Source: an optimization exercise on an open RTL-to-GDS flow (aim: small area and a short achievable clock period). Production flows keep margins and buffers that such runs may drop.
Only simulation tests tie the RTL to the original design; equivalence was not proved.

[config.mk]
export PLATFORM = sky130hd
export DESIGN_NAME = approx_inverse_gaussian_cdf
export DESIGN_NICKNAME = approx_inverse_gaussian_cdf
export VERILOG_FILES = /design/flow/design.v
export SDC_FILE = /design/flow/constraint.sdc
export NUM_CORES = 4
export LEC_CHECK = 0
export CAP_MARGIN = 20
export CORE_MARGIN = 2
export CORE_UTILIZATION = 40
export SLEW_MARGIN = 20
[constraint.sdc]
create_clock -name core_clock -period 10.0 [get_ports {i_clk}]
set_input_delay 2.0000 -clock core_clock [delete_from_list [all_inputs] [get_ports {i_clk}]]
set_output_delay 2.0000 -clock core_clock [all_outputs]
set_load 0.01 [all_outputs]
[design.v]
module aigc_seg #(
    parameter int UNIFORM_BITS  = 32,
    parameter int TABLE_ENTRIES = 16
) (
    input  logic [UNIFORM_BITS-1:0] i_uniform,
    output logic                    o_upper,
    output logic [31:0]             o_frac,
    output logic signed [19:0]      o_c0,
    output logic [30:0]             o_c1
);
    localparam int IDX_W   = 4;    
    localparam int STORED  = 16;
    localparam int FRAC_W  = 32;   
    localparam int C0_W    = 20;   
    localparam int C1_W    = 31;   
    localparam int LZ_MAX = (TABLE_ENTRIES - 1 < STORED - 1) ? TABLE_ENTRIES - 1 : STORED - 1;
    logic                    w_upper;
    logic [UNIFORM_BITS-1:0] w_neg;
    logic [UNIFORM_BITS-1:0] w_f;
    logic [FRAC_W-1:0]       w_frac;
    logic [IDX_W-1:0]        w_idx;
    assign w_upper = i_uniform[UNIFORM_BITS-1];
    assign w_neg   = '0 - i_uniform;
    always_comb begin
        w_f = w_upper ? w_neg : i_uniform;
        if (w_f == '0) begin
            w_f = {{(UNIFORM_BITS-1){1'b0}}, 1'b1};
        end
    end
    always_comb begin
        w_idx = IDX_W'(LZ_MAX);
        for (int i = LZ_MAX - 1; i >= 0; i--) begin
            if (w_f[UNIFORM_BITS-1-i]) begin
                w_idx = IDX_W'(i);
            end
        end
    end
    generate
        if (UNIFORM_BITS >= FRAC_W) begin : g_trunc
            assign w_frac = w_f[UNIFORM_BITS-1 -: FRAC_W];
        end else begin : g_pad
            assign w_frac = {w_f, {(FRAC_W-UNIFORM_BITS){1'b0}}};
        end
    endgenerate
    always_comb begin
        case (w_idx)
            4'd0:    begin o_c0 = 20'sd0;       o_c1 = 31'd0;          end
            4'd1:    begin o_c0 = -20'sd86970;  o_c1 = 31'd175181;     end
            4'd2:    begin o_c0 = -20'sd104996; o_c1 = 31'd247020;     end
            4'd3:    begin o_c0 = -20'sd124202; o_c1 = 31'd397946;     end
            4'd4:    begin o_c0 = -20'sd142232; o_c1 = 31'd680898;     end
            4'd5:    begin o_c0 = -20'sd158955; o_c1 = 31'd1205771;    end
            4'd6:    begin o_c0 = -20'sd174519; o_c1 = 31'd2183103;    end
            4'd7:    begin o_c0 = -20'sd189095; o_c1 = 31'd4014170;    end
            4'd8:    begin o_c0 = -20'sd202829; o_c1 = 31'd7465469;    end
            4'd9:    begin o_c0 = -20'sd215838; o_c1 = 31'd14005597;   end
            4'd10:   begin o_c0 = -20'sd228219; o_c1 = 31'd26456583;   end
            4'd11:   begin o_c0 = -20'sd240049; o_c1 = 31'd50255452;   end
            4'd12:   begin o_c0 = -20'sd251393; o_c1 = 31'd95901975;   end
            4'd13:   begin o_c0 = -20'sd262303; o_c1 = 31'd183715380;  end
            4'd14:   begin o_c0 = -20'sd272823; o_c1 = 31'd353091315;  end
            default: begin o_c0 = -20'sd299110; o_c1 = 31'd1417716448; end
        endcase
    end
    assign o_upper = w_upper;
    assign o_frac  = w_frac;
endmodule
module approx_inverse_gaussian_cdf #(
    parameter int TABLE_ENTRIES = 16,
    parameter int UNIFORM_BITS  = 32
) (
    input  logic                                  i_clk,
    input  logic                                  i_rst_n,
    input  logic                                  start,
    output logic                                  busy,
    input  logic [UNIFORM_BITS-1:0]               i_uniform,
    output logic                                  o_valid,
    output logic signed [30:0]                    o_gaussian
);
    localparam int FRAC_W  = 32;   
    localparam int C0_W    = 20;   
    localparam int C1_W    = 31;   
    localparam int PROD_W  = FRAC_W + C1_W;
    localparam int SUM_W   = 64;
    localparam int RND_SH  = 21;   
    localparam int RND_W   = SUM_W - RND_SH;
    localparam int OUT_W   = 31;
    localparam logic signed [OUT_W-1:0] OUT_LIMIT = 31'sd671088640;   
    localparam logic signed [RND_W-1:0] RND_LIMIT = 43'sd671088640;   
    logic [UNIFORM_BITS-1:0] r_u;
    logic                    w_seg_upper;
    logic [FRAC_W-1:0]       w_seg_frac;
    logic signed [C0_W-1:0]  w_seg_c0;
    logic [C1_W-1:0]         w_seg_c1;
    logic                    r_seg_upper;
    logic [FRAC_W-1:0]       r_seg_frac;
    logic signed [C0_W-1:0]  r_seg_c0;
    logic [C1_W-1:0]         r_seg_c1;
    logic [PROD_W-1:0]       r_prod;
    logic signed [C0_W-1:0]  r_c0;
    logic                    r_up_p;
    logic signed [SUM_W-1:0] w_sum;
    logic signed [RND_W-1:0] r_rnd;
    logic                    r_up_r;
    logic signed [OUT_W-1:0] w_sat;
    logic signed [OUT_W-1:0] n_gaussian;
    logic [3:0]              r_vld;
    assign busy = 1'b0;
    aigc_seg #(
        .UNIFORM_BITS  (UNIFORM_BITS),
        .TABLE_ENTRIES (TABLE_ENTRIES)
    ) u_seg (
        .i_uniform (r_u),
        .o_upper   (w_seg_upper),
        .o_frac    (w_seg_frac),
        .o_c0      (w_seg_c0),
        .o_c1      (w_seg_c1)
    );
    assign w_sum = $signed({{(SUM_W-C0_W-FRAC_W){r_c0[C0_W-1]}}, r_c0, {FRAC_W{1'b0}}})
                 + $signed({{(SUM_W-PROD_W){1'b0}}, r_prod})
                 + $signed(SUM_W'(64'd1 << (RND_SH - 1)));
    always_comb begin
        if (r_rnd > RND_LIMIT) begin
            w_sat = OUT_LIMIT;
        end else if (r_rnd < -RND_LIMIT) begin
            w_sat = -OUT_LIMIT;
        end else begin
            w_sat = r_rnd[OUT_W-1:0];
        end
        n_gaussian = r_up_r ? -w_sat : w_sat;
    end
    always_ff @(posedge i_clk) begin
        r_u         <= i_uniform;
        r_seg_upper <= w_seg_upper;
        r_seg_frac  <= w_seg_frac;
        r_seg_c0    <= w_seg_c0;
        r_seg_c1    <= w_seg_c1;
        r_prod     <= PROD_W'(r_seg_frac) * PROD_W'(r_seg_c1);
        r_c0       <= r_seg_c0;
        r_up_p     <= r_seg_upper;
        r_rnd      <= w_sum[SUM_W-1:RND_SH];
        r_up_r     <= r_up_p;
        o_gaussian <= n_gaussian;
    end
    always_ff @(posedge i_clk) begin
        if (!i_rst_n) begin
            r_vld   <= '0;
            o_valid <= 1'b0;
        end else begin
            r_vld   <= {r_vld[2:0], start & ~busy};
            o_valid <= r_vld[3];
        end
    end
endmodule
[run.sh]
#!/bin/bash
# synth_recipe.tcl (not shown) runs the flow's synth.tcl, then flattens the netlist and writes it again
# the make line also repeats each setting of config.mk as NAME=value (left out here)
make -C /OpenROAD-flow-scripts/flow DESIGN_CONFIG=/design/flow/config.mk WORK_HOME=/design/flow/orfs CLKGATE_MAP_FILE= SYNTH_SCRIPT=/design/flow/synth_recipe.tcl finish
==> reports/qor.yml <==
global_routing:
  grt_pass1_vias: 30263
  grt_start_max_net_pins: 47
  overflow: 0
  grt_usage: 0.2203
  antenna_found_initial: 7
  grt_pass1_wl_um: 175400
finish:
  final_common_cell: "fa_1"
  syn_to_final_growth_pct: 7.867
  nets: 5482
  final_layout_size_suffix_gt1_frac: 0.04591
  multi_input_area_sq_um: 31260
  final_cell_mix: "fa_1, inv_1, and2_1, nand2_1, ha_1"
  seqCellArea_sq_um: 5191
  fillCellCount: 9757
clock_network:
  cts_sinks: 259
  cts_setup_buffers: 0
  cts_resized: 0
  cts_buffer_depth: 3
  cts_hold_buf: 0
  cts_tree: "done"
  cts_root_buffer: "clkbuf_16"
  cts_buffers: 29
  htree_levels: 1
  clk_latency_ps: 620
  cts.reportedPaths.clkPinSlew_ps: 60
worst_setup_path:
  path_class: "reg2reg"
  timing.rr.start: "r_seg_c1[7]$_DFF_P_"
  start_kind: "register"
  reg2reg_depth: 24
  r2r-end: "r_prod[52]$_DFF_P_"
  worstPathRequired_ps: 10530
  end_kind: "register"
  crit_start: "r_seg_c1[7]$_DFF_P_"
  crit_arrival_ps: 9650
  r2r_slack_ps: 880
  cp_max_fo: 17
  crit_end: "r_prod[52]$_DFF_P_"
route:
  dr.pass1.iters: 6
  drc: 0
  wl_per_cell_um: 19.73
  vias: 28742
  post_drt_via_cell_ratio: 5.121
  drtIter0Drc: 1584
  drt_wl_total_um: 110800
  ant_nets: 0
sta:
  hold_violations: 0
  fmax_mhz: 109.6
  fin_skew_ps: 27.35
  finalCritPeriodShare: 0.9123
  slew_violations: 0
  fin_tns_setup_ps: 0
  report.final.setup_viol: 0
  maxSlewHeadroom: 0.2307
  worst_slew_pin_slew_ps: 1152
  fin_crit_ps: 9123
  rsz0062_at_grt: "false"
synthesis:
  ys.flop_type: "dfxtp_1"
  synth_nets: 5511
  ys_types: 80
  synth_edf_count: 0
  synth.avg_cell_area_sq_um: 9.368
  synth-seq-area-share: 0.1282
  synth_area_sq_um: 40460
  yosysWarnings: 2
  ys_ff_latch: 259
  async_reset_ff_frac: 0
  syn_inst: 4319
run_status:
  status: "timing/DRC/antenna clean"
floorplan:
  die_h_um: 322.0
  dieArea_sq_um: 103700
  core.rowCount: 116
  io_pins: 68
  chipWidth_um: 322.0
  core_area_sq_um: 100100
  start_util: 0.4040
worst_hold_path:
  hold_class: "reg2reg"
job:
  drv_cap: 0
placed_design:
  portBuffers: 66
  place.gp.congestion: 0.9108
  dp_hpwl_um: 91660
registers in the layout, summed over array words and instances (netlist names):
name         cells
r_seg_c0        20
r_up_p           1
o_valid          1
r_seg_upper      1
r_seg_frac      32
r_up_r           1
r_c0            20
r_seg_c1        30
r_u             32
r_prod          43
r_rnd           43
r_vld            4
o_gaussian      31
logic make-up (layout without fill, tap and decap cells):
kind of cell | Yosys count | in the layout | synth area share
AND/OR/NAND/NOR | 1355 | 1355 | 0.1725
adder cells (fa/ha/maj) | 1157 | 1157 | 0.5125
buffers and inverters | 1060 | 1054 | 0.09939
AO/OA/AOI/OAI | 354 | 354 | 0.05792
flip-flops | 259 | 259 | 0.1282
XOR/XNOR | 126 | 126 | 0.02728
multiplexers | 7 | 7 | 0.002103
other | 1 | 3 | 0.00009268
how the worst min path moves through the flow:
stage,from,end,depth (start not counted)
finish,r_seg_c0[17]$_DFF_P_,r_c0[17]$_DFF_P_,0
global placement,r_seg_upper$_DFF_P_,r_up_p$_DFF_P_,0
floorplan,r_seg_c0[0]$_DFF_P_,r_c0[0]$_DFF_P_,0
CTS,r_seg_c0[19]$_SDFF_PP1_,r_c0[19]$_DFF_P_,0
global route,r_seg_c0[19]$_SDFF_PP1_,r_c0[19]$_DFF_P_,0
detailed placement,r_seg_c0[17]$_DFF_P_,r_c0[17]$_DFF_P_,0
Yosys cell counts (all sizes together) (3+ instances only):
cell     count  area share
a211oi      20      0.0038
a21o        39      0.0072
a21oi       91       0.012
a221oi       4     0.00087
a31o         4     0.00087
a31oi       16      0.0025
a32oi        3     0.00065
a41o         3     0.00074
and2       553       0.086
and3        12      0.0019
and4         3     0.00065
buf         16      0.0025
clkbuf     210       0.019
dfxtp      259        0.13
fa         834        0.41
ha         323        0.10
inv        834       0.077
mux2i        4     0.00099
nand2      515       0.048
nand2b      14      0.0022
nand3       35      0.0043
nand4       19      0.0029
nor2       101       0.010
nor2b        7      0.0011
nor3        32      0.0044
nor4        14      0.0026
o2111ai      3     0.00065
o211ai      10      0.0019
o21a        12      0.0022
o21ai       78      0.0099
o21bai       8      0.0015
o221ai       3     0.00065
o22ai        5     0.00077
o31a         6      0.0013
o31ai       20      0.0037
o41ai        9      0.0023
or2          9      0.0014
or3         14      0.0022
or4         19      0.0038
xnor2       86       0.019
xor2        40      0.0087
per-stage QoR:
stage	hold WS, ps	setup slack (ps)	cell area [sq um]	cells	util
final	326.5	876.9	43640	5613	0.4358
after global routing	333.4	590.7	43640	5611	0.4357
after CTS	327.0	1080	43640	5611	0.4357
after detailed placement	312.1	1158	42620	5557	0.4256
after global placement	310.8	1239	42620	5557	0.4255
after floorplan	309.6	2550	40460	4319	-
final cells by class:
cell class,count,area share
Clock buffer,33,0.01743
Multi-Input combinational cell,3000,0.7163
Inverter,834,0.07173
Clock inverter,21,0.005963
Timing Repair Buffer,166,0.03234
Antenna cell,2,0.0001147
Sequential cell,259,0.1189
Tap cell,1298,0.03721
critical path: stages (launching register included):
cell	delay, ps
dfxtp_1	920
buf_4	370
nand2_1	110
fa_1	560
inv_1	50
fa_1	460
fa_1	380
inv_1	80
fa_1	410
inv_1	90
fa_1	420
ha_1	290
fa_1	500
fa_1	410
ha_1	340
a21oi_1	210
o211ai_1	120
a32oi_1	630
a31oi_1	440
a211oi_1	800
o21ai_0	380
a31o_2	360
a221o_1	370
a21oi_1	190
xnor2_1	130
routing by layer:
layer	wire [um]	part of all wire	GRT usage
met1	46050	0.42	0.2901
met2	53820	0.49	0.3725
met3	6470	0.058	0.02584
met4	4395	0.040	0.08162
met5	13	0.00012	0

==> separate check: timing with driven ports <==
No port has a modelled driver above. Below, the same layout with a new extraction and two added sets of constraints. Step 1 sets driving cells, clkbuf_16 on the clock port and buf_2 on the other inputs (assumed; they add their load-dependent delay and slew). Step 2 adds t to the input delays and takes it off the output delays; t is the mean of the earliest and latest rising clock arrival at the registers after step 1. Input paths then give back, and output paths get back, about the clock's delay inside the block. Three values: ideal, step 1, step 2; two values: the first two.
shift t [ns]: 0.660
setup slack, ns: 0.877 / 0.877 / 0.877
hold slack, ns: 0.327 / 0.327 / 0.327
clock arrival spread, ns: 0.028 / 0.028
pins driven straight from the clock port: 1
After both steps setup and hold are still met in this run. The setup slack of this run moves by 0.000 ns with the drivers and by 0.000 ns with both steps.
